This is an optimization exercise on Yosys and OpenROAD, whose aim is small area, a short achievable clock period and few clock cycles per item, not a production implementation.
Only simulation tests tie the RTL to the original design; equivalence was not proved.
Power figures rest on the tool's default switching activity, not on a simulated workload.

File: design/flow/design.v
`timescale 1ns/1ns
package fetch_pkg;
    parameter int XLEN = 32;
    typedef logic [XLEN-1:0] addr_t;
    typedef union packed {
        logic [3:0][7:0] bytes;
        logic [XLEN-1:0] word;
    } insn_word_u;
    typedef struct packed {
        logic  valid;
        addr_t pc;
    } lookup_t;
    typedef struct packed {
        logic       valid;
        addr_t      pc;
        insn_word_u insn;
    } fetch_t;
    typedef struct packed {
        logic  valid;
        addr_t pc;
    } redirect_t;
    typedef struct packed {
        logic       valid;
        addr_t      pc;
        insn_word_u data;
    } fill_t;
endpackage
`timescale 1ns/1ns
module fetch_top #(
    parameter int LO_W    = 6,
    parameter int CREDITS = 2
) (
    input  logic        clk,
    input  logic        rst_n_i,
    input  logic        redirect_valid_i,
    input  logic [31:0] redirect_pc_i,
    input  logic        credit_return_i,
    input  logic [7:0]  mem_data_i,
    output logic        fetch_valid_o,
    output logic [31:0] fetch_pc_o,
    output logic [31:0] fetch_insn_o,
    output logic        mem_rd_o,
    output logic [31:0] mem_addr_o
);
    localparam int LO = LO_W + 2;
    logic [31:LO]   hi_q;
    logic [LO-1:2]  rd_lo_q;
    logic [LO-1:2]  dl_lo_q;
    logic [1:0]     off_q;       
    logic [31:0]    insn_q;      
    logic           done_q;      
    logic           valid_q;     
    logic           carry_q;     
    logic [1:0]     occ_q;       
    logic [1:0]     occ_next;
    logic           room;
    logic           last;
    logic           take;
    logic           wrap;
    assign occ_next = occ_q + {1'b0, valid_q} - {1'b0, credit_return_i};
    assign room = (occ_next != 2'(CREDITS));
    assign last = (off_q == 2'd3) && !carry_q;
    assign take = last && room;
    assign wrap = &rd_lo_q;
    always_ff @(posedge clk) begin
        if (!rst_n_i) begin
            hi_q    <= '0;
            rd_lo_q <= '0;
            off_q   <= 2'd0;
            done_q  <= 1'b0;
            valid_q <= 1'b0;
            carry_q <= 1'b0;
            occ_q   <= 2'd0;
        end else begin
            occ_q <= occ_next;
            if (redirect_valid_i) begin
                hi_q    <= redirect_pc_i[31:LO];
                rd_lo_q <= redirect_pc_i[LO-1:2];
                off_q   <= 2'd0;
                done_q  <= 1'b0;
                valid_q <= 1'b0;
                carry_q <= 1'b0;
            end else begin
                done_q  <= take;
                valid_q <= done_q;
                if (!carry_q) begin
                    off_q <= off_q + 2'd1;
                end
                if (take) begin
                    rd_lo_q <= rd_lo_q + 1'b1;
                    carry_q <= wrap;
                end
                if (carry_q && valid_q) begin
                    hi_q    <= hi_q + 1'b1;
                    carry_q <= 1'b0;
                end
            end
        end
    end
    always_ff @(posedge clk) begin
        insn_q <= {mem_data_i, insn_q[31:8]};
        if (take) begin
            dl_lo_q <= rd_lo_q;
        end
    end
    assign mem_rd_o      = 1'b1;
    assign mem_addr_o    = {hi_q, rd_lo_q, off_q};
    assign fetch_valid_o = valid_q;
    assign fetch_pc_o    = {hi_q, dl_lo_q, 2'b00};
    assign fetch_insn_o  = insn_q;
endmodule
File: design/flow/run.sh
#!/bin/bash
# synth_recipe.tcl (not shown) runs the flow's synth.tcl, then flattens the netlist and writes it again
# the make line also repeats each setting of config.mk as NAME=value (left out here)
make -C /OpenROAD-flow-scripts/flow DESIGN_CONFIG=/design/flow/config.mk WORK_HOME=/design/flow/orfs CLKGATE_MAP_FILE= SYNTH_SCRIPT=/design/flow/synth_recipe.tcl finish
File: design/flow/config.mk
export PLATFORM = sky130hd
export DESIGN_NAME = fetch_top
export DESIGN_NICKNAME = fetch_top
export VERILOG_FILES = /design/flow/design.v
export SDC_FILE = /design/flow/constraint.sdc
export NUM_CORES = 4
export LEC_CHECK = 0
export CAP_MARGIN = 20
export CORE_MARGIN = 2
export CORE_UTILIZATION = 40
export SLEW_MARGIN = 20
File: design/flow/constraint.sdc
create_clock -name core_clock -period 7.0 [get_ports {clk}]
set_input_delay 1.4000 -clock core_clock [delete_from_list [all_inputs] [get_ports {clk}]]
set_output_delay 1.4000 -clock core_clock [all_outputs]
set_load 0.01 [all_outputs]
==> results of run 1 <==
==> sequential cells by signal, indices dropped and copies added, names as in the netlist <==
register and flops:
hi_q 24, done_q 1, dl_lo_q 6, carry_q 1, occ_q 2, valid_q 1, off_q 2, rd_lo_q 6
insn_q 32
==> report_power, final <==
group / internal (W) / switching, W / total (W)
clock network: 0.000201 / 0.000160 / 0.000362
registers: 0.000456 / 0.0000246 / 0.000481
logic: 0.0000892 / 0.0000559 / 0.000145
==> cells in the final DEF, fill, tap and decap left out, types with 5 or more instances in the layout <==
master           count
a21oi_1              8
nor2_1               8
a31oi_1              7
clkbuf_8             9
edfxtp_1             6
inv_1                7
dfxtp_1             69
and4_1               6
clkdlybuf4s50_1    136
nand2b_1             5
a211oi_1             5
and2_1               5
ha_1                 5
nand2_1             14
and3_1               5
o21ai_0             30
o211a_1              5
xnor2_1             10
nand4_1              5
nor3_1               6
nand3_1              9
==> worst register-to-register path: stages, from the launching register on <==
cell and delay (ns):
dfxtp_1 0.31, inv_1 0.04, ha_1 0.26, inv_1 0.05, ha_1 0.13, xor3_2 0.50
a21oi_2 0.52, mux2i_1 0.27, a21oi_1 0.08
==> stage by stage <==
| stage | worst slack (ns) | power, W | std cells | hold WS (ns) | area (um^2) |
|---|---|---|---|---|---|
| 2_1_floorplan | 3.833 | 0.0005533 | 299 | 0.3817 | 3072 |
| 3_3_place_gp | 3.178 | 0.0006350 | 495 | 0.3323 | 4307 |
| 3_5_place_dp | 3.124 | 0.0006363 | 495 | 0.3348 | 4307 |
| 4_1_cts | 3.497 | 0.001000 | 511 | 0.3513 | 4524 |
| 5_1_grt | 3.249 | 0.001029 | 511 | 0.3518 | 4524 |
| 6_report | 3.477 | 0.0009876 | 511 | 0.3502 | 4524 |
==> area by class of cell <==
class / instances / area share
Clock buffer: 10 / 0.02821
Tap cell: 99 / 0.02738
Clock inverter: 6 / 0.01991
Sequential cell: 75 / 0.3451
Timing Repair Buffer: 138 / 0.3042
Multi-Input combinational cell: 176 / 0.2694
Inverter: 7 / 0.005808
==> cell families (layout without fill, tap and decap cells) <==
kind of cell	Yosys count	in the layout	share of synthesized area
AND/OR/NAND/NOR	85	85	0.1762
flip-flops	75	75	0.5090
AO/OA/AOI/OAI	65	65	0.1391
buffers and inverters	48	161	0.09502
XOR/XNOR	15	15	0.04812
adder cells (fa/ha/maj)	5	5	0.02039
multiplexers	3	3	0.009788
other	2	3	0.002448
==> final timing paths <==
kind                       start                      end  cells after the start
max             redirect_valid_i    hi_q[26]$_SDFFE_PN0P_                      5
min reg2reg   insn_q[14]$_DFF_P_        insn_q[6]$_DFF_P_                      0
max reg2reg  occ_q[0]$_SDFF_PN0_  rd_lo_q[3]$_SDFFE_PN0P_                      8
min           insn_q[14]$_DFF_P_        insn_q[6]$_DFF_P_                      0
==> routing by layer <==
layer	wire [um]	track usage	vias up
met1	3209	0.2137	1209
li1	-	-	1261
met4	115	0.06187	0
met2	3804	0.3100	93
met3	423	0.05062	7
met5	0	0	-
==> flow_metrics.py, run 1 <==
metrics = {
    "synth": {
        "yosys.area.top_type": "dfxtp_1",
        "synthArstFlopShare": 0,
        "synthesis.area_um2": 3068,
        "synth.top_cells.by_count": "dfxtp_1, o21ai_0, buf_4",
        "yosysMostFrequentCell": "dfxtp_1",
        "synth_edf_count": 6,
        "synth_area_leaders": "dfxtp_1, buf_4, edfxtp_1, o21ai_0, xnor2_1",
        "yosys_most_used_dff": "dfxtp_1",
        "synth.yosys.seq_area_share": 0.5090,
        "yosysTopAreaCellShare": 0.4502,
        "syn_area_per_cell_um2": 10.30,
        "synthDistinctLibCells": 47,
        "synthesis.instances": 298,
        "ys_ff_latch": 75,
        "yosys_warnings": 1,
    },
    "setup_path": {
        "slowest_delay_ns": 1.07,
        "reg2reg_slack_ns": 4.70,
        "worstPathRequired_ns": 7.26,
        "crit_family": "buffers and inverters",
        "cp-end-kind": "flip-flop",
        "slowest_stage": "clkdlybuf4s50_1",
        "startpoint_type": "input pin",
        "crit_arrival_ns": 3.78,
        "worstSetupPathType": "input pin to flip-flop",
        "path_cells": "clkdlybuf4s50_1, inv_1, buf_4, and4_1, a211oi_1",
        "cp_max_fo": 28,
        "cp.buffers_inverters": 3,
    },
    "sta": {
        "setup_violations": 0,
        "drv_slew": 0,
        "fin_crit_ns": 3.523,
        "clock.fmax_ghz": 0.2839,
        "fin_skew_ns": 0.01026,
        "fin_crit_sh": 0.5032,
        "hold_viol": 0,
        "worst_slew_pin_slew_ns": 0.9075,
        "maxSlewHeadroom": 0.3931,
        "rsz0062_at_grt": "no",
        "setup-tns-final_ns": 0,
    },
    "cts": {
        "root_buffer": "clkbuf_8",
        "cts_hold_buf": 0,
        "cts-htree-levels": 3,
        "post_cts_buffers": 0,
        "clock_latency_ns": 0.34,
        "ctsResizeCount": 0,
        "clk_pin_slew_ns": 0.08,
        "numCtsBuffers": 9,
        "clockBufferDepth": 2,
        "cts_num_sinks": 75,
        "cts_tree": "yes",
    },
    "outcome": {
        "outcome": "complete, no violations",
    },
    "place": {
        "place_congestion": 0.7820,
        "io_buffers": 136,
        "post-dp-hpwl_um": 5357,
    },
    "floorplanning": {
        "fp.dieArea_um2": 8386,
        "dieWidth_um": 91.58,
        "die_h_um": 91.58,
        "placementRows": 31,
        "io_pins": 142,
        "start_util": 0.4185,
        "coreArea_um2": 7331,
    },
    "route": {
        "routed_via_density": 5.029,
        "wl_per_cell_um": 14.78,
        "first_pass_iters": 4,
        "num_vias": 2570,
        "drt_wl_total_um": 7553,
        "drtIter0Drc": 64,
        "postRouteAntennaNets": 0,
        "post-route-drc-count": 0,
    },
    "run": {
        "max_cap_violations": 0,
    },
    "cells_and_area": {
        "layout-drive-gt1-share": 0.07282,
        "regArea_um2": 1562,
        "diodes": 0,
        "multi_input_area_um2": 1219,
        "n_fill_cell": 621,
        "areaGrowthSynthToFinish_pct": 47.47,
        "fin_util": 0.6172,
        "final_nets": 456,
    },
    "grt": {
        "antenna_found_initial": 0,
        "grt_pass1_vias": 2373,
        "grt_pass1_wl_um": 11920,
        "grt_use_total": 0.1799,
        "gr-total-overflow": 0,
        "grt_max_degree": 36,
    },
    "pwr": {
        "peakVddDrop_mv": 0.1527,
        "p_per_area_nw_per_um2": 218.3,
        "leakage_nw": 1.700,
    },
    "min_path": {
        "hold_class": "flip-flop to flip-flop",
    },
}
Testbench counts, summed over its fixed seeds: cycles 69,976, items 16,000.
==> inputs of run 2 (changes only) <==
--- a/design/flow/config.mk
+++ b/design/flow/config.mk
@@ -8,4 +8,5 @@
 export CAP_MARGIN = 20
 export CORE_MARGIN = 2
 export CORE_UTILIZATION = 40
+export SETUP_SLACK_MARGIN = 5
 export SLEW_MARGIN = 20
==> run 2 against run 1 <==
Against the previous run:
- sequential share of layout area is 4.6 points lower
- first-iteration DRC count is 20% higher
- design area is 25% higher
- still clean
- flip-flop and latch count stayed put
- critical path depth is 3 higher
- total power is 8.2% higher
- cell count is 17% higher
==> flow_metrics.py, run 2 <==
metrics = {
    "sta": {
        "drv_slew": 0,
        "setup-tns-final_ns": 0,
        "fin_crit_ns": 2.646,
        "rsz0062_at_grt": "yes",
        "hold_viol": 0,
        "fin_skew_ns": 0.01786,
        "setup_violations": 0,
        "clock.fmax_ghz": 0.3780,
        "fin_crit_sh": 0.3780,
        "hold-worst-slack_ns": 0.3422,
    },
    "setup_path": {
        "startpoint_type": "input pin",
        "reg2reg_slack_ns": 5.11,
        "cp-endpoint": "rd_lo_q[2]$_SDFFE_PN0P_",
        "worstSetupPathType": "input pin to flip-flop",
        "cp-end-kind": "flip-flop",
        "slowest_delay_ns": 0.31,
        "worstPathRequired_ns": 7.24,
        "cp_max_fo": 7,
        "crit_top_cell": "ha_4",
        "crit_arrival_ns": 2.88,
        "path_cells": "buf_6, ha_4, inv_2, ha_4, xor3_2, a21oi_4, xor2_1, o211a_1",
        "r2r-start": "hi_q[12]$_SDFFE_PN0P_",
        "r2r_cells": 7,
        "worstSetupStartpoint": "credit_return_i",
        "r2r-end": "hi_q[29]$_SDFFE_PN0P_",
        "slowest_stage": "xor3_2",
    },
    "synth": {
        "synthesis.instances": 298,
        "yosys_warnings": 1,
        "synth_compound_area_frac": 0.1391,
        "synth.yosys.seq_area_share": 0.5090,
        "yosys_most_used_dff": "dfxtp_1",
        "yosys.area_share.simple": 0.1762,
        "synth_edf_count": 6,
        "synth_area_leaders": "dfxtp_1, buf_4, edfxtp_1, o21ai_0, xnor2_1",
        "syn_area_per_cell_um2": 10.30,
        "yosysMostFrequentCell": "dfxtp_1",
        "synth_xor_area_frac": 0.04812,
        "yosys.area.top_type": "dfxtp_1",
        "synthMuxAreaShare": 0.009788,
        "synth-adder-area-share": 0.02039,
        "synthDistinctLibCells": 47,
        "synth_top_family_by_area": "simple AND/OR/NAND/NOR gates",
        "yosysTopAreaCellShare": 0.4502,
        "synth.top_cells.by_count": "dfxtp_1, o21ai_0, buf_4",
        "synthArstFlopShare": 0,
        "synthesis.area_um2": 3068,
        "ys_ff_latch": 75,
    },
    "grt": {
        "gr-total-overflow": 0,
        "grt_pass1_wl_um": 14290,
        "grt_pass1_vias": 2795,
        "grt_use_total": 0.2197,
        "antenna_found_initial": 0,
        "grt_max_degree": 25,
    },
    "cts": {
        "clock_latency_ns": 0.35,
        "cts-htree-levels": 3,
        "clk_pin_slew_ns": 0.09,
        "numCtsBuffers": 9,
        "cts_tree": "yes",
        "root_buffer": "clkbuf_8",
        "cts_num_sinks": 75,
        "clockBufferDepth": 2,
    },
    "place": {
        "post-dp-hpwl_um": 5342,
        "place_congestion": 0.7775,
        "io_buffers": 136,
    },
    "cells_and_area": {
        "areaGrowthSynthToFinish_pct": 84.42,
        "top_regs": "insn_q (32), hi_q (24)",
        "final_nets": 544,
        "diodes": 0,
        "layout-drive-gt1-share": 0.5740,
        "largest_reg_flops": 32,
        "largest-register": "insn_q",
        "final_common_cell": "buf_6",
        "layout_common_cells": "buf_6, buf_4, clkdlybuf4s50_1, dfxtp_2, o21ai_0",
    },
    "route": {
        "drt_wl_total_um": 9570,
        "routed_via_density": 4.983,
        "postRouteAntennaNets": 0,
        "num_vias": 2985,
        "wl_per_cell_um": 15.98,
        "drtIter0Drc": 77,
        "first_pass_iters": 4,
        "post-route-drc-count": 0,
    },
    "floorplanning": {
        "start_util": 0.4185,
        "coreArea_um2": 7331,
        "dieWidth_um": 91.58,
        "io_pins": 142,
        "fp.dieArea_um2": 8386,
        "placementRows": 31,
        "die_h_um": 91.58,
    },
    "run": {
        "max_cap_violations": 0,
    },
    "min_path": {
        "hold_class": "flip-flop to flip-flop",
        "min_from": "insn_q[22]$_DFF_P_",
    },
    "outcome": {
        "outcome": "complete, no violations",
    },
    "pwr": {
        "leakage_nw": 2.464,
        "peakVddDrop_mv": 0.1304,
        "p_per_area_nw_per_um2": 188.8,
    },
}
-- run 2: cell counts after synthesis --
Identical to the previous run, type by type.
-- run 2: worst min-delay path by stage --
stage                              end  slack [ns]  depth (start not counted)
floorplan            insn_q[0]$_DFF_P_        0.38                          0
global placement    insn_q[18]$_DFF_P_        0.33                          0
detailed placement  insn_q[14]$_DFF_P_        0.34                          0
CTS                 insn_q[14]$_DFF_P_        0.33                          0
global route        insn_q[14]$_DFF_P_        0.35                          0
finish              insn_q[14]$_DFF_P_        0.34                          0
-- run 2: per-stage QoR --
step | setup WS (ns) | cells | total power (W) | instance area, um^2 | util
floorplan | 4.174 | 299 | 0.0005593 | 3158 | -
global placement | 3.565 | 495 | 0.0006399 | 4368 | 0.5958
detailed placement | 3.537 | 495 | 0.0006424 | 4368 | 0.5958
CTS | 4.227 | 554 | 0.001043 | 5204 | 0.7098
global route | 4.317 | 599 | 0.001112 | 5658 | 0.7718
finish | 4.354 | 599 | 0.001068 | 5658 | 0.7718
-- run 2: cell type report --
| cell class | count | area, um^2 |
|---|---|---|
| multi-input combinational | 176 | 1320 |
| fill | 495 | 1673 |
| timing repair buffer | 225 | 2243 |
| clock inverter | 3 | 22.52 |
| sequential | 75 | 1694 |
| clock buffer | 13 | 202.7 |
| timing repair inverter | 1 | 8.758 |
| tap | 99 | 123.9 |
| inverter | 7 | 42.54 |
-- run 2: power by group --
group	internal (W)	switching (W)	leakage (nW)
Combinational	0.000144	0.0000904	1.70
Clock	0.000195	0.000165	0.115
Sequential	0.000456	0.0000186	0.648
-- run 2: routing by layer --
metal / share of wire / track usage
met1: 0.42 / 0.2611
met2: 0.51 / 0.3854
met3: 0.044 / 0.03320
met4: 0.029 / 0.1048
met5: 0 / 0
-- run 2: what timing repair did --
item,in CTS,in global routing
hold buffers,0,0
gates resized for setup,531,67
buffers inserted,40,45
endpoints found under the setup margin,138,123
gates cloned,3,0
pin swaps,10,10
-- run 2: logic make-up after synthesis --
kind of cell    Yosys count
flops                    75
mux                       3
compound gates           65
xor+xnor                 15
fa+ha+maj                 5
buf+inv                  48
simple gates             85
other cells               2
-- run 2: critical path, delay by kind of cell --
kind	cells	cell delay [ns]
AOI/OAI and AO/OA	2	0.53
xor gates and xnor gates	2	0.42
adders and majority gates	2	0.39
buffers and inverters	2	0.14
==> inputs of run 3 (changes only) <==
--- a/design/flow/config.mk
+++ b/design/flow/config.mk
@@ -5,8 +5,9 @@
 export SDC_FILE = /design/flow/constraint.sdc
 export NUM_CORES = 4
 export LEC_CHECK = 0
+export ABC_CLOCK_PERIOD_IN_PS = 2200
 export CAP_MARGIN = 20
 export CORE_MARGIN = 2
 export CORE_UTILIZATION = 40
-export SETUP_SLACK_MARGIN = 5
+export SETUP_SLACK_MARGIN = 4.8
 export SLEW_MARGIN = 20
==> run 3 against run 2 <==
Against the previous run:
- worst hold slack gained 0.012 ns
- clock-buffer cell count shrank 3
- core utilization shrank 4.7 points
- sequential power is essentially flat
- critical path type unchanged
==> flow_metrics.py, run 3 <==
metrics = {
    "cells_and_area": {
        "layout-drive-gt1-share": 0.5389,
        "largest_reg_flops": 32,
        "stdcell_count": 574,
        "final_nets": 519,
        "post-route-cell-area_um2": 5313,
        "areaGrowthSynthToFinish_pct": 73.16,
        "top_regs": "insn_q (32), hi_q (24)",
        "diodes": 0,
        "final_common_cell": "buf_6",
        "fin_util": 0.7247,
        "n_fill_cell": 541,
        "layout_common_cells": "buf_6, buf_4, clkdlybuf4s50_1, dfxtp_2, o21ai_0",
        "largest-register": "insn_q",
    },
    "route": {
        "first_pass_iters": 4,
        "post-route-drc-count": 0,
        "wl_per_cell_um": 16.15,
        "routed_via_density": 5.017,
        "postRouteAntennaNets": 0,
        "num_vias": 2880,
        "drt_wl_total_um": 9268,
        "drtIter0Drc": 87,
    },
    "cts": {
        "cts_tree": "yes",
        "clockBufferDepth": 2,
        "numCtsBuffers": 9,
        "root_buffer": "clkbuf_8",
        "clk_pin_slew_ns": 0.09,
        "cts_num_sinks": 75,
        "clock_latency_ns": 0.35,
        "cts-htree-levels": 3,
    },
    "synth": {
        "yosys.area.top_type": "dfxtp_1",
        "syn_area_per_cell_um2": 10.30,
        "synth.yosys.seq_area_share": 0.5090,
        "yosysTopAreaCellShare": 0.4502,
        "synthesis.area_um2": 3068,
        "synth.top_cells.by_count": "dfxtp_1, o21ai_0, buf_4",
        "synth_edf_count": 6,
        "ys_ff_latch": 75,
        "synthesis.instances": 298,
        "yosys_most_used_dff": "dfxtp_1",
        "synthArstFlopShare": 0,
        "yosysMostFrequentCell": "dfxtp_1",
        "synth_area_leaders": "dfxtp_1, buf_4, edfxtp_1, o21ai_0, xnor2_1",
        "yosys_warnings": 1,
        "synthDistinctLibCells": 47,
    },
    "floorplanning": {
        "fp.dieArea_um2": 8386,
        "start_util": 0.4185,
        "placementRows": 31,
        "die_h_um": 91.58,
        "coreArea_um2": 7331,
        "dieWidth_um": 91.58,
        "io_pins": 142,
    },
    "setup_path": {
        "crit_family": "adder cells",
        "cp.buffers_inverters": 3,
        "crit_arrival_ns": 2.72,
        "worstPathRequired_ns": 7.07,
        "r2r-start": "hi_q[18]$_SDFFE_PN0P_",
        "cp_max_fo": 8,
        "cp-end-kind": "flip-flop",
        "worstSetupPathType": "input pin to flip-flop",
        "worstSetupStartpoint": "credit_return_i",
        "cp.depth": 7,
        "startpoint_type": "input pin",
        "slowest_delay_ns": 0.32,
        "slowest_stage": "a21oi_4",
        "path_cells": "buf_8, ha_4, inv_2, ha_4, xor3_2, a21oi_4, buf_4",
        "crit_top_cell": "ha_4",
        "r2r_cells": 7,
    },
    "sta": {
        "rsz0062_at_grt": "yes",
        "hold_viol": 0,
        "fin_crit_ns": 2.651,
        "setup_violations": 0,
        "drv_slew": 0,
        "fin_crit_sh": 0.3787,
        "fin_skew_ns": 0.01122,
        "maxSlewHeadroom": 0.5972,
        "clock.fmax_ghz": 0.3772,
        "setup-tns-final_ns": 0,
        "worst_slew_pin_slew_ns": 0.6042,
        "hold-worst-slack_ns": 0.3541,
    },
    "place": {
        "io_buffers": 136,
        "post-dp-hpwl_um": 5365,
        "placed_cell_area_um2": 4327,
        "dp_cells": 494,
        "place_congestion": 0.8078,
    },
    "pwr": {
        "p_per_area_nw_per_um2": 195.3,
        "leakage_nw": 2.263,
        "peakVddDrop_mv": 0.1438,
    },
    "grt": {
        "grt_use_total": 0.2197,
        "grt_max_degree": 36,
        "antenna_found_initial": 0,
        "grt_pass1_vias": 2855,
        "grt_pass1_wl_um": 14230,
        "gr-total-overflow": 0,
    },
    "min_path": {
        "hold_class": "flip-flop to flip-flop",
        "min_from": "insn_q[10]$_DFF_P_",
        "holdPathStages": 0,
    },
    "outcome": {
        "outcome": "complete, no violations",
    },
    "run": {
        "max_cap_violations": 0,
    },
}
[run 3: path summary, 6_finish.rpt]
check                          endpoint  slack, ns
setup / recovery   dl_lo_q[4]$_DFFE_PP_       4.35
hold / removal        insn_q[2]$_DFF_P_       0.35
setup reg to reg  hi_q[31]$_SDFFE_PN0P_       4.97
hold reg to reg       insn_q[2]$_DFF_P_       0.35
[run 3: kinds of logic after synthesis]
logic type | after synthesis | share of synthesized area
buffers and inverters | 48 | 0.09502
adder cells (fa/ha/maj) | 5 | 0.02039
multiplexers | 3 | 0.009788
XOR/XNOR | 15 | 0.04812
other | 2 | 0.002448
AND/OR/NAND/NOR | 85 | 0.1762
AO/OA/AOI/OAI | 65 | 0.1391
flip-flops | 75 | 0.5090
[run 3: power by group]
| part | switching, W | leakage (nW) | internal, W | total, W |
|---|---|---|---|---|
| combinational | 0.0000827 | 1.51 | 0.000127 | 0.000210 |
| sequential | 0.0000191 | 0.649 | 0.000456 | 0.000475 |
| clock | 0.000175 | 0.107 | 0.000178 | 0.000352 |
| total | 0.000276 | 2.26 | 0.000761 | 0.00104 |
[run 3: what timing repair did]
action	4_1_cts	5_1_grt
setup endpoints to repair	138	132
setup buffers	41	22
pin swaps	5	4
gates resized for setup	544	47
cloned	1	0
hold buffers	0	0
[run 3: layout make-up]
cell class	instances	area (um^2)	area share
repair buffers	200	1987	0.3740
flip-flops and latches	75	1695	0.3191
multi-input cells	176	1260	0.2372
clock buffers	10	137.6	0.02591
well taps	99	123.9	0.02332
clock inverters	6	71.32	0.01342
inverters	7	30.03	0.005652
repair inverters	1	7.507	0.001413
[run 3: metrics by stage]
step	setup slack (ns)	total power (W)
3_5_place_dp	3.119	0.0006397
5_1_grt	4.339	0.001084
6_report	4.349	0.001037
4_1_cts	4.225	0.001020
2_1_floorplan	4.174	0.0005570
3_3_place_gp	3.109	0.0006389
[run 3: layer usage]
layer,GRT usage,vias up,wire length (um)
met5,0,-,0
met4,0.08207,0,72
met3,0.05394,7,507
met2,0.3928,98,5062
met1,0.2513,1389,3625
li1,-,1386,-
==> inputs of run 4 (changes only) <==
--- a/design/flow/design.v
+++ b/design/flow/design.v
@@ -52,13 +52,11 @@
     logic           valid_q;     
     logic           carry_q;     
     logic [1:0]     occ_q;       
-    logic [1:0]     occ_next;
     logic           room;
     logic           last;
     logic           take;
     logic           wrap;
-    assign occ_next = occ_q + {1'b0, valid_q} - {1'b0, credit_return_i};
-    assign room = (occ_next != 2'(CREDITS));
+    assign room = (occ_q + {1'b0, valid_q}) < 2'(CREDITS);
     assign last = (off_q == 2'd3) && !carry_q;
     assign take = last && room;
     assign wrap = &rd_lo_q;
@@ -72,7 +70,7 @@
             carry_q <= 1'b0;
             occ_q   <= 2'd0;
         end else begin
-            occ_q <= occ_next;
+            occ_q <= occ_q + {1'b0, valid_q} - {1'b0, credit_return_i};
             if (redirect_valid_i) begin
                 hi_q    <= redirect_pc_i[31:LO];
                 rd_lo_q <= redirect_pc_i[LO-1:2];
==> design/flow/config.mk (replaced) <==
export PLATFORM = sky130hd
export DESIGN_NAME = fetch_top
export DESIGN_NICKNAME = fetch_top
export VERILOG_FILES = /design/flow/design.v
export SDC_FILE = /design/flow/constraint.sdc
export NUM_CORES = 4
export LEC_CHECK = 0
export ABC_CLOCK_PERIOD_IN_PS = 2400
export CAP_MARGIN = 20
export CORE_MARGIN = 2
export CORE_UTILIZATION = 40
export SETUP_SLACK_MARGIN = 4.6
export SLEW_MARGIN = 20
==> run 4 against run 3 <==
Against the previous run:
- combinational power decreased by 44%
- cell count decreased by 9.9%
- wire length decreased by 24%
- synthesized cell count unchanged
==> flow_metrics.py, run 4 <==
metrics = {
    "outcome": {
        "outcome": "complete, no violations",
    },
    "cells_and_area": {
        "regArea_um2": 1627,
        "layout_common_cells": "clkbuf_2, clkdlybuf4s50_1, dfxtp_1, dlygate4sd2_1, o21ai_0",
        "largest-register": "insn_q",
        "layout-drive-gt1-share": 0.2632,
        "diodes": 0,
        "final_nets": 462,
        "multi_input_area_um2": 1090,
        "largest_reg_flops": 32,
        "final_common_cell": "clkbuf_2",
        "top_regs": "insn_q (32), hi_q (24)",
        "areaGrowthSynthToFinish_pct": 44.08,
        "n_fill_cell": 668,
    },
    "cts": {
        "clock_latency_ns": 0.35,
        "cts_hold_buf": 0,
        "cts_tree": "yes",
        "cts_num_sinks": 75,
        "numCtsBuffers": 9,
        "clk_pin_slew_ns": 0.09,
        "cts-htree-levels": 3,
        "root_buffer": "clkbuf_8",
        "clockBufferDepth": 2,
    },
    "synth": {
        "syn_area_per_cell_um2": 9.821,
        "yosysTopAreaCellShare": 0.4720,
        "synthDistinctLibCells": 35,
        "synth_area_leaders": "dfxtp_1, buf_4, edfxtp_1, o21ai_0, xnor2_1",
        "synth.top_cells.by_count": "dfxtp_1, buf_4, o21ai_0",
        "yosys.area.top_type": "dfxtp_1",
        "synth.yosys.seq_area_share": 0.5336,
        "yosysMostFrequentCell": "dfxtp_1",
        "yosys_most_used_dff": "dfxtp_1",
        "ys_ff_latch": 75,
        "synth_edf_count": 6,
        "synthesis.instances": 298,
        "synthArstFlopShare": 0,
        "yosys_warnings": 1,
        "synthesis.area_um2": 2927,
    },
    "setup_path": {
        "worstPathRequired_ns": 5.60,
        "cp_max_fo": 8,
        "startpoint_type": "flip-flop",
        "path_cells": "clkdlybuf4s15_2",
        "crit_family": "flip-flops",
        "slowest_stage": "dfxtp_4",
        "reg2reg_slack_ns": 4.77,
        "cp.buffers_inverters": 1,
        "slowest_delay_ns": 0.39,
        "crit_arrival_ns": 0.96,
        "worstSetupPathType": "flip-flop to primary output",
        "cp-end-kind": "primary output",
    },
    "place": {
        "io_buffers": 136,
        "post-dp-hpwl_um": 4991,
        "dpl_worst_slack_ns": 3.403,
        "place_congestion": 0.7560,
    },
    "sta": {
        "clock.fmax_ghz": 0.4235,
        "rsz0062_at_grt": "yes",
        "worst_slew_pin_slew_ns": 0.7807,
        "fin_crit_sh": 0.3373,
        "fin_crit_ns": 2.361,
        "setup-tns-final_ns": 0,
        "fin_skew_ns": 0.01504,
        "drv_slew": 0,
        "maxSlewHeadroom": 0.4755,
        "setup_slack_ns": 4.639,
        "setup_violations": 0,
        "hold_viol": 0,
    },
    "route": {
        "drtIter0Drc": 138,
        "post-route-drc-count": 0,
        "drt_wl_total_um": 7087,
        "wl_per_cell_um": 13.71,
        "routed_via_density": 4.905,
        "first_pass_iters": 4,
        "postRouteAntennaNets": 0,
        "num_vias": 2536,
    },
    "grt": {
        "gr-total-overflow": 0,
        "grt_max_degree": 59,
        "antenna_found_initial": 0,
        "grt_pass1_vias": 2215,
        "grt_use_total": 0.1774,
        "grt_pass1_wl_um": 10870,
    },
    "floorplanning": {
        "coreArea_um2": 7176,
        "placementRows": 31,
        "die_h_um": 89.54,
        "fp.dieArea_um2": 8017,
        "dieWidth_um": 89.54,
        "io_pins": 142,
        "start_util": 0.4078,
    },
    "pwr": {
        "peakVddDrop_mv": 0.1077,
        "leakage_nw": 1.696,
        "p_per_area_nw_per_um2": 214.1,
    },
    "min_path": {
        "hold_class": "flip-flop to flip-flop",
    },
    "run": {
        "max_cap_violations": 0,
    },
}
-- run 4: cell count changes after synthesis, sizes merged, moves of 4 or more --
cell,delta
a311oi,+4
and4,-5
nand2b,-4
nand3,+4
nor2,+7
o211a,-5
o21ai,-7
xor2,+4
-- run 4: report_power, final --
group          switching, W  internal (W)  leakage (nW)
combinational     0.0000549     0.0000634         0.963
clock              0.000171      0.000134        0.0886
sequential        0.0000218      0.000457         0.645
-- run 4: cells by family after synthesis --
| logic type | synth area share |
|---|---|
| muxes | 0.003420 |
| AOI/OAI and AO/OA | 0.1214 |
| adders and majority gates | 0.02138 |
| DFF | 0.5336 |
| and+or+nand+nor | 0.1693 |
| other | 0.002566 |
| buffers and inverters | 0.09748 |
| xor gates and xnor gates | 0.05088 |
-- run 4: what timing repair did --
action,in CTS,in global routing
gates resized for setup,199,62
pin swaps,0,1
endpoints found under the setup margin,132,73
setup buffers,2,4
-- run 4: final cells by class --
class                           count  share of cell area
Clock buffer                        9             0.02938
Timing Repair Buffer              143              0.2754
Inverter                            8            0.008012
Multi-Input combinational cell    176              0.2585
Sequential cell                    75              0.3858
Clock inverter                      7             0.01365
Tap cell                           99             0.02938
-- run 4: final timing paths --
path	from	end	depth (start not counted)
max	hi_q[19]$_SDFFE_PN0P_	fetch_pc_o[19]	1
min	insn_q[29]$_DFF_P_	insn_q[21]$_DFF_P_	0
max reg2reg	carry_q$_SDFFE_PP0P_	hi_q[25]$_SDFFE_PN0P_	4
min reg2reg	insn_q[29]$_DFF_P_	insn_q[21]$_DFF_P_	0
-- run 4: metrics by stage --
stage                     instance area (um^2)  utilization  hold slack (ns)  power (W)  std cells
after CTS                                 4387       0.6113           0.3483  0.0009197        513
after global placement                    4168       0.5808           0.3317  0.0006277        495
after global routing                      4217       0.5876           0.3523  0.0009490        517
after detailed placement                  4168       0.5808           0.3345  0.0006295        495
after floorplan                           2930            -           0.3817  0.0005476        299
final                                     4217       0.5876           0.3441  0.0009026        517
-- run 4: metal layers --
layer | vias to the layer above | wire (um) | global-route usage
li1 | 1267 | - | -
met1 | 1181 | 3199 | 0.2443
met2 | 80 | 3367 | 0.2673
met3 | 8 | 429 | 0.04063
met4 | 0 | 92 | 0.07463
met5 | - | 0 | 0
Testbench counts of run 4, summed over its fixed seeds: cycles 69,980, items 16,000.
==> inputs of run 5 (changes only) <==
==> design/flow/flow/run.sh (new file) <==
#!/bin/bash
# standard layout, with plain buf_1 port buffers instead of the default choice
set -euo pipefail
export BUFFER_PORTS_ARGS="-buffer_cell sky130_fd_sc_hd__buf_1"
bash standard.sh > flow_standard.log 2>&1
==> design/flow/standard.sh (new file) <==
#!/bin/bash
# synth_recipe.tcl (not shown) runs the flow's synth.tcl, then flattens the netlist and writes it again
# the make line also repeats each setting of config.mk as NAME=value (left out here)
make -C /OpenROAD-flow-scripts/flow DESIGN_CONFIG=/design/flow/config.mk WORK_HOME=/design/flow/orfs CLKGATE_MAP_FILE= SYNTH_SCRIPT=/design/flow/synth_recipe.tcl "${@:-finish}"
removed: design/flow/run.sh
==> run 5 against run 4 <==
Against the previous run:
- worst setup slack improved by 0.014 ns
- clock-buffer cell count unchanged
- worst hold slack worse by 0.0023 ns
- combinational power shrank 26%
- fmax grew 0.61%
- via count fell by 2.3%
- core utilization down 8.6 points
- synthesized cell count unchanged
- first-iteration DRC count decreased by 39%
- largest cell class unchanged
- critical path depth is the same
==> flow_metrics.py, run 5 <==
metrics = {
    "cells_and_area": {
        "layout_common_cells": "buf_1, dfxtp_1, o21ai_0, dfxtp_2",
        "n_fill_cell": 665,
        "areaGrowthSynthToFinish_pct": 23.00,
        "fin_util": 0.5017,
        "largest_reg_flops": 32,
        "stdcell_count": 512,
        "final_nets": 457,
        "layout-drive-gt1-share": 0.1090,
        "final_common_cell": "buf_1",
        "top_regs": "insn_q (32), hi_q (24)",
        "diodes": 0,
        "largest-register": "insn_q",
    },
    "cts": {
        "root_buffer": "clkbuf_8",
        "numCtsBuffers": 9,
        "clockBufferDepth": 2,
        "cts-htree-levels": 3,
        "clk_pin_slew_ns": 0.09,
        "cts_num_sinks": 75,
        "clock_latency_ns": 0.35,
        "cts_tree": "yes",
    },
    "synth": {
        "synth-adder-area-share": 0.02138,
        "synth_edf_count": 6,
        "yosys_warnings": 1,
        "ys_ff_latch": 75,
        "synth_xor_area_frac": 0.05088,
        "synth_top_family_by_area": "simple AND/OR/NAND/NOR gates",
        "yosysMostFrequentCell": "dfxtp_1",
        "synthMuxAreaShare": 0.003420,
        "synth_area_leaders": "dfxtp_1, buf_4, edfxtp_1, o21ai_0, xnor2_1",
        "synth.yosys.seq_area_share": 0.5336,
        "synth.top_cells.by_count": "dfxtp_1, buf_4, o21ai_0",
        "synthesis.area_um2": 2927,
        "yosys.area.top_type": "dfxtp_1",
        "synthDistinctLibCells": 35,
        "yosys.area_share.simple": 0.1693,
        "synthArstFlopShare": 0,
        "synthesis.instances": 298,
        "synth_compound_area_frac": 0.1214,
        "yosys_most_used_dff": "dfxtp_1",
        "yosysTopAreaCellShare": 0.4720,
        "syn_area_per_cell_um2": 9.821,
    },
    "floorplanning": {
        "start_util": 0.4078,
        "coreArea_um2": 7176,
        "die_h_um": 89.54,
        "dieWidth_um": 89.54,
        "io_pins": 142,
        "fp.dieArea_um2": 8017,
        "placementRows": 31,
    },
    "route": {
        "drtIter0Drc": 84,
        "routed_via_density": 4.840,
        "drt_wl_total_um": 6546,
        "postRouteAntennaNets": 0,
        "post-route-drc-count": 0,
        "wl_per_cell_um": 12.79,
        "num_vias": 2478,
        "first_pass_iters": 4,
    },
    "pwr": {
        "leakage_nw": 1.256,
        "p_per_area_nw_per_um2": 262.6,
        "power_w": 0.0009452,
        "peakVddDrop_mv": 0.08795,
    },
    "setup_path": {
        "worstSetupPathType": "flip-flop to primary output",
        "path_cells": "buf_1",
        "cp_max_fo": 5,
        "reg2reg_slack_ns": 4.75,
        "worstPathRequired_ns": 5.60,
        "crit_family": "flip-flops",
        "crit_arrival_ns": 0.95,
        "slowest_delay_ns": 0.43,
        "cp.buffers_inverters": 1,
        "slowest_stage": "dfxtp_1",
        "startpoint_type": "flip-flop",
        "cp-end-kind": "primary output",
    },
    "outcome": {
        "outcome": "complete, no violations",
    },
    "sta": {
        "setup-tns-final_ns": 0,
        "fin_crit_ns": 2.347,
        "hold_viol": 0,
        "worst_slew_pin_slew_ns": 0.7977,
        "maxSlewHeadroom": 0.4641,
        "clock.fmax_ghz": 0.4261,
        "drv_slew": 0,
        "fin_skew_ns": 0.01203,
        "fin_crit_sh": 0.3353,
        "rsz0062_at_grt": "yes",
        "hold-worst-slack_ns": 0.3418,
        "setup_violations": 0,
    },
    "place": {
        "dp_cells": 496,
        "post-dp-hpwl_um": 4583,
        "place_congestion": 0.7409,
        "io_buffers": 136,
    },
    "min_path": {
        "hold_class": "flip-flop to flip-flop",
    },
    "grt": {
        "grt_max_degree": 59,
        "antenna_found_initial": 0,
        "gr-total-overflow": 0,
        "grt_use_total": 0.1610,
        "grt_pass1_vias": 2058,
        "grt_pass1_wl_um": 9867,
    },
    "run": {
        "max_cap_violations": 0,
    },
}
-- run 5: report_power, final --
| group | internal [W] | switching [W] | total [W] |
|---|---|---|---|
| clock | 0.000208 | 0.000170 | 0.000378 |
| combinational | 0.0000338 | 0.0000533 | 0.0000871 |
| sequential | 0.000458 | 0.0000226 | 0.000480 |
| total | 0.000699 | 0.000246 | 0.000945 |
-- run 5: cells by family after synthesis --
group	Yosys count
and+or+nand+nor	92
DFF	75
AOI/OAI and AO/OA	58
buffers and inverters	48
xor gates and xnor gates	17
adders and majority gates	5
other	2
muxes	1
-- run 5: area by class of cell --
class,count,area [um^2],share of cell area
clock buffer,9,123.9,0.03441
clock inverter,7,106.4,0.02954
inverter,8,30.03,0.008342
multi-input combinational,176,1099,0.3052
sequential,75,1584,0.4400
tap,99,123.9,0.03441
timing repair buffer,138,533.0,0.1481
-- run 5: final timing paths --
kind,startpoint,cells past startpoint,endpoint
worst min-delay path,insn_q[21]$_DFF_P_,0,insn_q[13]$_DFF_P_
worst min register to register,insn_q[21]$_DFF_P_,0,insn_q[13]$_DFF_P_
worst max-delay path,hi_q[10]$_SDFFE_PN0P_,1,mem_addr_o[10]
worst max register to register,carry_q$_SDFFE_PP0P_,4,hi_q[25]$_SDFFE_PN0P_
-- run 5: per-layer routing --
layer / share of wire / GRT usage / routed length, um
met4: 0.014 / 0.07734 / 91
met5: 0 / 0 / 0
met3: 0.054 / 0.03693 / 354
met1: 0.47 / 0.2172 / 3108
met2: 0.46 / 0.2431 / 2992
-- run 5: stage by stage --
stage               cell area, um^2  setup slack [ns]
floorplan                      2930             4.756
global placement               3324             4.282
detailed placement             3324             4.257
CTS                            3567             4.609
global route                   3600             4.589
finish                         3600             4.653
-- run 5: worst reg2reg max path, cell delays in order, from the launching register on --
cell and delay [ns]:
dfxtp_1 0.55, nand4_1 0.33, or4_1 0.70, or4_1 0.43, a31oi_1 0.16
-- run 5: what timing repair did --
item / in CTS / in global routing
resized for setup: 6 / 19
setup buffers: 0 / 0
hold buffers: 0 / 0
pin swaps: 0 / 1
cloned: 0 / 0
setup endpoints to repair: 11 / 45
==> inputs of run 6 (changes only) <==
==> design/flow/config.mk (replaced) <==
export PLATFORM = sky130hd
export DESIGN_NAME = fetch_top
export DESIGN_NICKNAME = fetch_top
export VERILOG_FILES = /design/flow/design.v
export SDC_FILE = /design/flow/constraint.sdc
export NUM_CORES = 4
export LEC_CHECK = 0
export CAP_MARGIN = 20
export CORE_MARGIN = 2
export CORE_UTILIZATION = 40
export SLEW_MARGIN = 20
==> run 6 against run 5 <==
Against the previous run:
- total power is 0.30% lower
- non-clock buffer count stayed put
- critical path type unchanged
- clock-buffer cell count stayed put
- synthesized area stayed put
- sequential power hardly changed
- clock skew is 0.00081 ns higher
- synthesized cell count stayed put
- first-iteration DRC count is 17% lower
==> flow_metrics.py, run 6 <==
metrics = {
    "outcome": {
        "outcome": "complete, no violations",
    },
    "setup_path": {
        "crit_arrival_ns": 1.05,
        "startpoint_type": "flip-flop",
        "cp.depth": 1,
        "r2r-end": "hi_q[26]$_SDFFE_PN0P_",
        "path_cells": "buf_1",
        "crit_family": "flip-flops",
        "r2r_cells": 4,
        "cp_max_fo": 8,
        "cp-end-kind": "primary output",
        "slowest_delay_ns": 0.49,
        "worstPathRequired_ns": 5.60,
        "slowest_stage": "dfxtp_1",
        "r2r-start": "hi_q[10]$_SDFFE_PN0P_",
        "worstSetupPathType": "flip-flop to primary output",
        "reg2reg_slack_ns": 4.74,
        "cp.buffers_inverters": 1,
    },
    "pwr": {
        "leakage_nw": 1.239,
        "peakVddDrop_mv": 0.08674,
        "power_w": 0.0009423,
        "p_per_area_nw_per_um2": 264.6,
    },
    "place": {
        "place_congestion": 0.7409,
        "dpl_worst_slack_ns": 4.257,
        "dp_cells": 496,
        "post-dp-hpwl_um": 4583,
        "io_buffers": 136,
    },
    "floorplanning": {
        "start_util": 0.4078,
        "die_h_um": 89.54,
        "fp.dieArea_um2": 8017,
        "placementRows": 31,
        "dieWidth_um": 89.54,
        "coreArea_um2": 7176,
        "io_pins": 142,
    },
    "cells_and_area": {
        "layout_common_cells": "buf_1, dfxtp_1, o21ai_0, nand2_1, nor2_1",
        "largest-register": "insn_q",
        "diodes": 0,
        "stdcell_count": 512,
        "areaGrowthSynthToFinish_pct": 21.68,
        "final_common_cell": "buf_1",
        "largest_reg_flops": 32,
        "top_regs": "insn_q (32), hi_q (24)",
        "layout-drive-gt1-share": 0.05327,
        "final_nets": 457,
    },
    "cts": {
        "cts_num_sinks": 75,
        "ctsResizeCount": 0,
        "clockBufferDepth": 2,
        "clk_pin_slew_ns": 0.09,
        "clock_latency_ns": 0.35,
        "numCtsBuffers": 9,
        "cts-htree-levels": 3,
        "cts_hold_buf": 0,
        "post_cts_buffers": 0,
        "cts_tree": "yes",
        "root_buffer": "clkbuf_8",
    },
    "sta": {
        "setup_violations": 0,
        "rsz0062_at_grt": "no",
        "fin_crit_ns": 2.454,
        "hold-worst-slack_ns": 0.3422,
        "worst_slew_pin_slew_ns": 0.7931,
        "clock.fmax_ghz": 0.4075,
        "maxSlewHeadroom": 0.4672,
        "setup-tns-final_ns": 0,
        "setup_slack_ns": 4.546,
        "fin_crit_sh": 0.3505,
        "fin_skew_ns": 0.01284,
        "drv_slew": 0,
        "hold_viol": 0,
    },
    "synth": {
        "yosys.area.top_type": "dfxtp_1",
        "yosys_warnings": 1,
        "synth_area_leaders": "dfxtp_1, buf_4, edfxtp_1, o21ai_0, xnor2_1",
        "synth_edf_count": 6,
        "synthesis.area_um2": 2927,
        "synth.yosys.seq_area_share": 0.5336,
        "synthDistinctLibCells": 35,
        "synth.top_cells.by_count": "dfxtp_1, buf_4, o21ai_0",
        "syn_area_per_cell_um2": 9.821,
        "ys_ff_latch": 75,
        "yosys_most_used_dff": "dfxtp_1",
        "synthArstFlopShare": 0,
        "synthesis.instances": 298,
        "yosysMostFrequentCell": "dfxtp_1",
        "yosysTopAreaCellShare": 0.4720,
    },
    "route": {
        "postRouteAntennaNets": 0,
        "first_pass_iters": 4,
        "post-route-drc-count": 0,
        "drt_wl_total_um": 6463,
        "drtIter0Drc": 70,
        "routed_via_density": 4.855,
        "num_vias": 2486,
        "wl_per_cell_um": 12.62,
    },
    "run": {
        "max_cap_violations": 0,
    },
    "min_path": {
        "hold_class": "flip-flop to flip-flop",
        "holdPathStages": 0,
        "min_from": "insn_q[21]$_DFF_P_",
        "worstHoldEndpoint": "insn_q[13]$_DFF_P_",
    },
    "grt": {
        "grt_max_degree": 59,
        "antenna_found_initial": 0,
        "grt_pass1_wl_um": 9839,
        "grt_pass1_vias": 2051,
        "grt_use_total": 0.1604,
        "gr-total-overflow": 0,
    },
}
-- run 6: changes by cell type in the layout (fill, tap and decap cells not counted), moves of 3 or more --
cell      change
buf_1         +3
clkbuf_2      -3
dfxtp_1      +18
dfxtp_2      -18
-- run 6: how the worst max path moves through the flow --
stage	start	end	slack, ns
after global placement	redirect_valid_i	hi_q[26]$_SDFFE_PN0P_	4.28
final	hi_q[19]$_SDFFE_PN0P_	mem_addr_o[19]	4.55
after global routing	hi_q[19]$_SDFFE_PN0P_	mem_addr_o[19]	4.48
after CTS	hi_q[19]$_SDFFE_PN0P_	mem_addr_o[19]	4.52
after floorplan	redirect_valid_i	hi_q[11]$_SDFFE_PN0P_	4.76
after detailed placement	redirect_valid_i	rd_lo_q[7]$_SDFFE_PN0P_	4.26
-- run 6: final cells by class --
type                    instances  area [um^2]
clock buffers                   9        123.9
clock inverters                 7        106.4
fillers                       671         3615
inverters                       8        30.03
multi-input cells             176         1090
flip-flops and latches         75         1562
well taps                      99        123.9
repair buffers                138        525.5
-- run 6: metal layers --
metal	GRT usage	share of wire	vias to the layer above
met5	0	0	-
met4	0.07734	0.015	0
met3	0.03693	0.060	9
met2	0.2424	0.46	94
met1	0.2160	0.47	1119
li1	-	-	1264
-- run 6: through the flow --
step / utilization / cell area [um^2]
final: 0.4963 / 3561
after global routing: 0.4963 / 3561
after CTS: 0.4954 / 3555
after detailed placement: 0.4633 / 3324
after global placement: 0.4633 / 3324
after floorplan: - / 2930
-- run 6: kinds of logic after synthesis --
logic type | Yosys count | share of synthesized area
AND/OR/NAND/NOR | 92 | 0.1693
flip-flops | 75 | 0.5336
AO/OA/AOI/OAI | 58 | 0.1214
buffers and inverters | 48 | 0.09748
XOR/XNOR | 17 | 0.05088
adder cells (fa/ha/maj) | 5 | 0.02138
other | 2 | 0.002566
multiplexers | 1 | 0.003420
-- run 6: power breakdown --
group	internal, W	switching (W)	total [W]
clock network	0.000208	0.000170	0.000377
logic	0.0000333	0.0000531	0.0000864
registers	0.000456	0.0000223	0.000479
total	0.000697	0.000245	0.000942
==> inputs of run 7 (changes only) <==
--- a/design/flow/config.mk
+++ b/design/flow/config.mk
@@ -5,7 +5,9 @@
 export SDC_FILE = /design/flow/constraint.sdc
 export NUM_CORES = 4
 export LEC_CHECK = 0
+export ABC_CLOCK_PERIOD_IN_PS = 2400
 export CAP_MARGIN = 20
 export CORE_MARGIN = 2
 export CORE_UTILIZATION = 40
+export SETUP_SLACK_MARGIN = 4.75
 export SLEW_MARGIN = 20
==> run 7 against run 6 <==
Against the previous run:
- die area unchanged
- critical path type unchanged
- core utilization increased by 11 points
- global-route usage increased by 1.8 points
- design area increased by 22%
==> flow_metrics.py, run 7 <==
metrics = {
    "outcome": {
        "outcome": "complete, no violations",
    },
    "sta": {
        "fin_crit_ns": 2.251,
        "setup-tns-final_ns": 0,
        "hold_viol": 0,
        "fin_skew_ns": 0.01168,
        "setup_violations": 0,
        "setup_slack_ns": 4.749,
        "clock.fmax_ghz": 0.4441,
        "worst_slew_pin_slew_ns": 0.7783,
        "drv_slew": 0,
        "fin_crit_sh": 0.3216,
        "rsz0062_at_grt": "yes",
        "maxSlewHeadroom": 0.4771,
    },
    "cells_and_area": {
        "n_fill_cell": 594,
        "final_common_cell": "buf_4",
        "layout_common_cells": "buf_4, buf_1, buf_6, dfxtp_2",
        "final_nets": 497,
        "areaGrowthSynthToFinish_pct": 48.70,
        "layout-drive-gt1-share": 0.4724,
        "largest_reg_flops": 32,
        "top_regs": "insn_q (32), hi_q (24)",
        "diodes": 0,
        "largest-register": "insn_q",
        "stdcell_count": 552,
    },
    "setup_path": {
        "startpoint_type": "flip-flop",
        "cp.buffers_inverters": 1,
        "crit_arrival_ns": 0.85,
        "worstSetupPathType": "flip-flop to primary output",
        "worstPathRequired_ns": 5.60,
        "slowest_delay_ns": 0.37,
        "cp-end-kind": "primary output",
        "crit_family": "flip-flops",
        "cp_max_fo": 1,
        "slowest_stage": "edfxtp_1",
        "path_cells": "clkbuf_2",
    },
    "cts": {
        "numCtsBuffers": 9,
        "cts-htree-levels": 3,
        "clock_latency_ns": 0.35,
        "clk_pin_slew_ns": 0.09,
        "cts_num_sinks": 75,
        "clockBufferDepth": 2,
        "cts_tree": "yes",
        "root_buffer": "clkbuf_8",
    },
    "grt": {
        "grt_use_total": 0.1783,
        "antenna_found_initial": 0,
        "grt_pass1_wl_um": 10920,
        "grt_max_degree": 59,
        "gr-total-overflow": 0,
        "grt_pass1_vias": 2326,
    },
    "floorplanning": {
        "start_util": 0.4078,
        "die_h_um": 89.54,
        "dieWidth_um": 89.54,
        "fp.dieArea_um2": 8017,
        "io_pins": 142,
        "placementRows": 31,
        "coreArea_um2": 7176,
    },
    "route": {
        "routed_via_density": 4.832,
        "num_vias": 2667,
        "drt_wl_total_um": 7480,
        "first_pass_iters": 4,
        "post-route-drc-count": 0,
        "drtIter0Drc": 82,
        "wl_per_cell_um": 13.55,
        "postRouteAntennaNets": 0,
    },
    "place": {
        "dp_cells": 496,
        "post-dp-hpwl_um": 4583,
        "place_congestion": 0.7409,
        "io_buffers": 136,
        "dpl_worst_slack_ns": 4.257,
    },
    "synth": {
        "synth.yosys.seq_area_share": 0.5336,
        "yosysMostFrequentCell": "dfxtp_1",
        "synth_edf_count": 6,
        "synth_area_leaders": "dfxtp_1, buf_4, edfxtp_1, o21ai_0, xnor2_1",
        "yosys_warnings": 1,
        "synthesis.instances": 298,
        "synthDistinctLibCells": 35,
        "synthesis.area_um2": 2927,
        "yosys_most_used_dff": "dfxtp_1",
        "synthArstFlopShare": 0,
        "yosysTopAreaCellShare": 0.4720,
        "syn_area_per_cell_um2": 9.821,
        "yosys.area.top_type": "dfxtp_1",
        "ys_ff_latch": 75,
        "synth.top_cells.by_count": "dfxtp_1, buf_4, o21ai_0",
    },
    "run": {
        "max_cap_violations": 0,
    },
    "pwr": {
        "p_per_area_nw_per_um2": 228.7,
        "leakage_nw": 1.827,
        "peakVddDrop_mv": 0.09028,
    },
    "min_path": {
        "hold_class": "flip-flop to flip-flop",
    },
}
[run 7: cell count changes in the layout (fill, tap and decap cells not counted), sizes merged]
cell	before	now
clkbuf	9	38
inv	12	11
clkinvlp	0	1
buf	138	149
[run 7: timing repair]
action | CTS | global route
setup endpoints to repair | 100 | 87
buffers inserted | 32 | 8
pin swaps | 1 | 1
gates resized for setup | 122 | 97
hold buffers | 0 | 0
[run 7: path summary, 6_finish.rpt]
kind	end	slack (ns)	startpoint	depth (start not counted)
worst min register to register	insn_q[13]$_DFF_P_	0.34	insn_q[21]$_DFF_P_	0
worst max register to register	hi_q[26]$_SDFFE_PN0P_	4.92	hi_q[10]$_SDFFE_PN0P_	5
worst max-delay path	fetch_pc_o[3]	4.75	dl_lo_q[3]$_DFFE_PP_	1
worst min-delay path	insn_q[13]$_DFF_P_	0.34	insn_q[21]$_DFF_P_	0
[run 7: final cells by class]
class	instances	area, um^2	share of cell area
Clock buffer	9	123.9	0.02846
Clock inverter	7	106.4	0.02444
Inverter	8	33.78	0.007763
Multi-Input combinational cell	176	1099	0.2524
Sequential cell	75	1678	0.3856
Tap cell	99	123.9	0.02846
Timing Repair Buffer	178	1187	0.2729
[run 7: logic make-up (layout without fill, tap and decap cells)]
kind of cell	count (synthesis)	in the layout	share of synthesized area
AO/OA/AOI/OAI	58	58	0.1214
other	2	3	0.002566
XOR/XNOR	17	17	0.05088
AND/OR/NAND/NOR	92	92	0.1693
flip-flops	75	75	0.5336
adder cells (fa/ha/maj)	5	5	0.02138
buffers and inverters	48	202	0.09748
multiplexers	1	1	0.003420
[run 7: stage by stage]
| stage | util | total power, W | hold slack [ns] | area, um^2 |
|---|---|---|---|---|
| 2_1_floorplan | - | 0.0005476 | 0.3817 | 2930 |
| 3_3_place_gp | 0.4633 | 0.0005743 | 0.3322 | 3324 |
| 3_5_place_dp | 0.4633 | 0.0005758 | 0.3336 | 3324 |
| 4_1_cts | 0.5590 | 0.0009784 | 0.3479 | 4011 |
| 5_1_grt | 0.6065 | 0.001039 | 0.3457 | 4352 |
| 6_report | 0.6065 | 0.0009952 | 0.3419 | 4352 |
[run 7: power breakdown]
part,total (W),switching (W),internal (W),leakage (nW)
Clock,0.000380,0.000172,0.000208,0.117
Combinational,0.000142,0.0000676,0.0000743,1.06
Sequential,0.000473,0.0000171,0.000456,0.649
Total,0.000995,0.000257,0.000738,1.83
[run 7: layer usage]
| metal | GRT usage | part of all wire |
|---|---|---|
| met1 | 0.2329 | 0.44 |
| met2 | 0.2855 | 0.50 |
| met3 | 0.03693 | 0.050 |
| met4 | 0.07734 | 0.012 |
| met5 | 0 | 0 |
==> inputs of run 8 (changes only) <==
--- a/design/flow/config.mk
+++ b/design/flow/config.mk
@@ -9,5 +9,7 @@
 export CAP_MARGIN = 20
 export CORE_MARGIN = 2
 export CORE_UTILIZATION = 40
-export SETUP_SLACK_MARGIN = 4.75
+export CTS_CLUSTER_DIAMETER = 500
+export CTS_CLUSTER_SIZE = 100
+export SETUP_SLACK_MARGIN = 4.6
 export SLEW_MARGIN = 20
==> run 8 against run 7 <==
Against the previous run:
- wire length down 12%
- critical path type unchanged
- cell count shrank 7.2%
- clock power about the same
- register-to-register slack got worse by 0.17 ns
- first-iteration DRC count increased by 2.4%
- design area fell by 17%
- total power down 5.0%
- global-route usage down 1.7 points
- critical path depth did not move
- critical endpoint is now mem_addr_o[10]
- die area did not move
- synthesized area did not move
==> flow_metrics.py, run 8 <==
metrics = {
    "outcome": {
        "outcome": "complete, no violations",
    },
    "setup_path": {
        "slowest_stage": "dfxtp_1",
        "startpoint_type": "flip-flop",
        "worstPathRequired_ns": 5.60,
        "worstSetupPathType": "flip-flop to primary output",
        "cp.buffers_inverters": 1,
        "r2r_cells": 4,
        "r2r-start": "carry_q$_SDFFE_PP0P_",
        "reg2reg_slack_ns": 4.75,
        "r2r-end": "hi_q[25]$_SDFFE_PN0P_",
        "crit_family": "flip-flops",
        "slowest_delay_ns": 0.43,
        "crit_arrival_ns": 0.95,
        "path_cells": "buf_1",
        "cp-end-kind": "primary output",
        "cp_max_fo": 5,
    },
    "sta": {
        "drv_slew": 0,
        "maxSlewHeadroom": 0.4641,
        "hold_viol": 0,
        "clock.fmax_ghz": 0.4261,
        "fin_crit_ns": 2.347,
        "setup_violations": 0,
        "rsz0062_at_grt": "yes",
        "worst_slew_pin_slew_ns": 0.7977,
        "fin_skew_ns": 0.01203,
        "setup-tns-final_ns": 0,
        "hold-worst-slack_ns": 0.3418,
        "fin_crit_sh": 0.3353,
    },
    "cells_and_area": {
        "n_fill_cell": 665,
        "multi_input_area_um2": 1099,
        "largest-register": "insn_q",
        "top_regs": "insn_q (32), hi_q (24)",
        "layout_common_cells": "buf_1, dfxtp_1, o21ai_0, dfxtp_2",
        "post-route-cell-area_um2": 3600,
        "layout-drive-gt1-share": 0.1090,
        "areaGrowthSynthToFinish_pct": 23.00,
        "final_common_cell": "buf_1",
        "final_nets": 457,
        "diodes": 0,
        "largest_reg_flops": 32,
        "regArea_um2": 1584,
    },
    "floorplanning": {
        "start_util": 0.4078,
        "die_h_um": 89.54,
        "dieWidth_um": 89.54,
        "io_pins": 142,
        "placementRows": 31,
        "fp.dieArea_um2": 8017,
        "coreArea_um2": 7176,
    },
    "synth": {
        "yosysMostFrequentCell": "dfxtp_1",
        "synthArstFlopShare": 0,
        "synth_edf_count": 6,
        "yosys_warnings": 1,
        "synth.top_cells.by_count": "dfxtp_1, buf_4, o21ai_0",
        "syn_area_per_cell_um2": 9.821,
        "ys_ff_latch": 75,
        "synth.yosys.seq_area_share": 0.5336,
        "synthDistinctLibCells": 35,
        "yosys.area.top_type": "dfxtp_1",
        "yosysTopAreaCellShare": 0.4720,
        "synthesis.instances": 298,
        "synth_area_leaders": "dfxtp_1, buf_4, edfxtp_1, o21ai_0, xnor2_1",
        "synthesis.area_um2": 2927,
        "yosys_most_used_dff": "dfxtp_1",
    },
    "place": {
        "placed_cell_area_um2": 3324,
        "post-dp-hpwl_um": 4583,
        "io_buffers": 136,
        "place_congestion": 0.7409,
    },
    "cts": {
        "cts_hold_buf": 0,
        "clk_pin_slew_ns": 0.09,
        "numCtsBuffers": 9,
        "clockBufferDepth": 2,
        "clock_latency_ns": 0.35,
        "root_buffer": "clkbuf_8",
        "cts_num_sinks": 75,
        "cts_tree": "yes",
        "cts-htree-levels": 3,
    },
    "route": {
        "drtIter0Drc": 84,
        "postRouteAntennaNets": 0,
        "routed_via_density": 4.840,
        "first_pass_iters": 4,
        "post-route-drc-count": 0,
        "wl_per_cell_um": 12.79,
        "num_vias": 2478,
        "drt_wl_total_um": 6546,
    },
    "pwr": {
        "p_per_area_nw_per_um2": 262.6,
        "peakVddDrop_mv": 0.08795,
        "power_w": 0.0009452,
        "leakage_nw": 1.256,
    },
    "run": {
        "max_cap_violations": 0,
    },
    "grt": {
        "grt_use_total": 0.1610,
        "top_usage_layer": "met2",
        "grtUsageMet2": 0.2431,
        "gr-usage-met3": 0.03693,
        "grt_max_degree": 59,
        "grt_pass1_wl_um": 9867,
        "use_met1": 0.2172,
        "grt_pass1_vias": 2058,
        "gr-total-overflow": 0,
        "antenna_found_initial": 0,
    },
    "min_path": {
        "hold_class": "flip-flop to flip-flop",
        "holdPathStages": 0,
        "min_from": "insn_q[21]$_DFF_P_",
        "worstHoldEndpoint": "insn_q[13]$_DFF_P_",
    },
}
==> run 8: cell counts after synthesis <==
Identical to the previous run, type by type.
==> run 8: kinds of logic (layout without fill, tap and decap cells) <==
group	count (synthesis)	count (layout)	synth area share
flops	75	75	0.5336
other cells	2	3	0.002566
fa+ha+maj	5	5	0.02138
simple gates	92	92	0.1693
xor+xnor	17	17	0.05088
buf+inv	48	162	0.09748
mux	1	1	0.003420
compound gates	58	58	0.1214
==> run 8: power breakdown <==
group | internal, W | leakage, nW | switching [W]
Combinational | 0.0000338 | 0.502 | 0.0000533
Clock | 0.000208 | 0.117 | 0.000170
Sequential | 0.000458 | 0.637 | 0.0000226
Total | 0.000699 | 1.26 | 0.000246
==> run 8: how the worst max path moves through the flow <==
stage	startpoint	endpoint	cells past startpoint
3_3_place_gp	redirect_valid_i	hi_q[26]$_SDFFE_PN0P_	5
6_report	hi_q[10]$_SDFFE_PN0P_	mem_addr_o[10]	1
4_1_cts	hi_q[19]$_SDFFE_PN0P_	mem_addr_o[19]	1
5_1_grt	hi_q[11]$_SDFFE_PN0P_	mem_addr_o[11]	1
3_5_place_dp	redirect_valid_i	rd_lo_q[7]$_SDFFE_PN0P_	5
2_1_floorplan	redirect_valid_i	hi_q[11]$_SDFFE_PN0P_	4
==> run 8: timing repair <==
| item | 4_1_cts | 5_1_grt |
|---|---|---|
| endpoints found under the setup margin | 11 | 45 |
| buffers inserted | 0 | 0 |
| hold endpoints to repair | 0 | 0 |
| pin swaps | 0 | 1 |
| gates resized for setup | 6 | 19 |
==> run 8: routing by layer <==
layer / part of all wire / vias up
met5: 0 / -
met2: 0.46 / 84
met1: 0.47 / 1122
li1: - / 1265
met4: 0.014 / 0
met3: 0.054 / 7
==> run 8: final cells by class <==
cell class,count,area share
Clock buffer,9,0.03441
Clock inverter,7,0.02954
Inverter,8,0.008342
Multi-Input combinational cell,176,0.3052
Sequential cell,75,0.4400
Tap cell,99,0.03441
Timing Repair Buffer,138,0.1481
==> run 8: per-stage QoR <==
step / util / std cells / setup slack (ns)
final: 0.5017 / 512 / 4.653
after floorplan: - / 299 / 4.756
after detailed placement: 0.4633 / 496 / 4.257
after CTS: 0.4971 / 512 / 4.609
after global placement: 0.4633 / 496 / 4.282
after global routing: 0.5017 / 512 / 4.589

-- separate check: timing with driven ports --
The results above use ideal ports. As a check the final layouts listed here were re-extracted and re-timed, cells and wires unchanged.
Step 1 assumes that a clkbuf_16 drives the clock port and a buf_2 every other input.
Step 2 also shifts input and output timing later by t, the mid clock arrival at the registers, as if the neighbouring blocks saw the same clock.
a / b / c = no drivers / after step 1 / after step 2; a / b = the first two.
run | t, ns | setup slack, ns | hold slack, ns
run 1 | 0.366 | 3.477 / 3.487 / 3.120 | 0.350 / 0.350 / 0.350
run 2 | 0.374 | 4.354 / 4.350 / 3.975 | 0.342 / 0.342 / 0.342
run 3 | 0.376 | 4.349 / 4.342 / 3.966 | 0.354 / 0.354 / 0.354
run 4 | 0.368 | 4.639 / 4.610 / 4.407 | 0.344 / 0.344 / 0.344
run 5 | 0.369 | 4.653 / 4.624 / 4.417 | 0.342 / 0.342 / 0.342
run 6 | 0.370 | 4.546 / 4.517 / 4.211 | 0.342 / 0.342 / 0.342
run 7 | 0.374 | 4.749 / 4.719 / 4.471 | 0.342 / 0.342 / 0.342
run 8 | 0.369 | 4.653 / 4.624 / 4.417 | 0.342 / 0.342 / 0.342
After both steps every run listed still meets setup and hold. The setup slack of run 3, which loses most, moves by -0.007 ns with the drivers and by -0.383 ns with both steps.
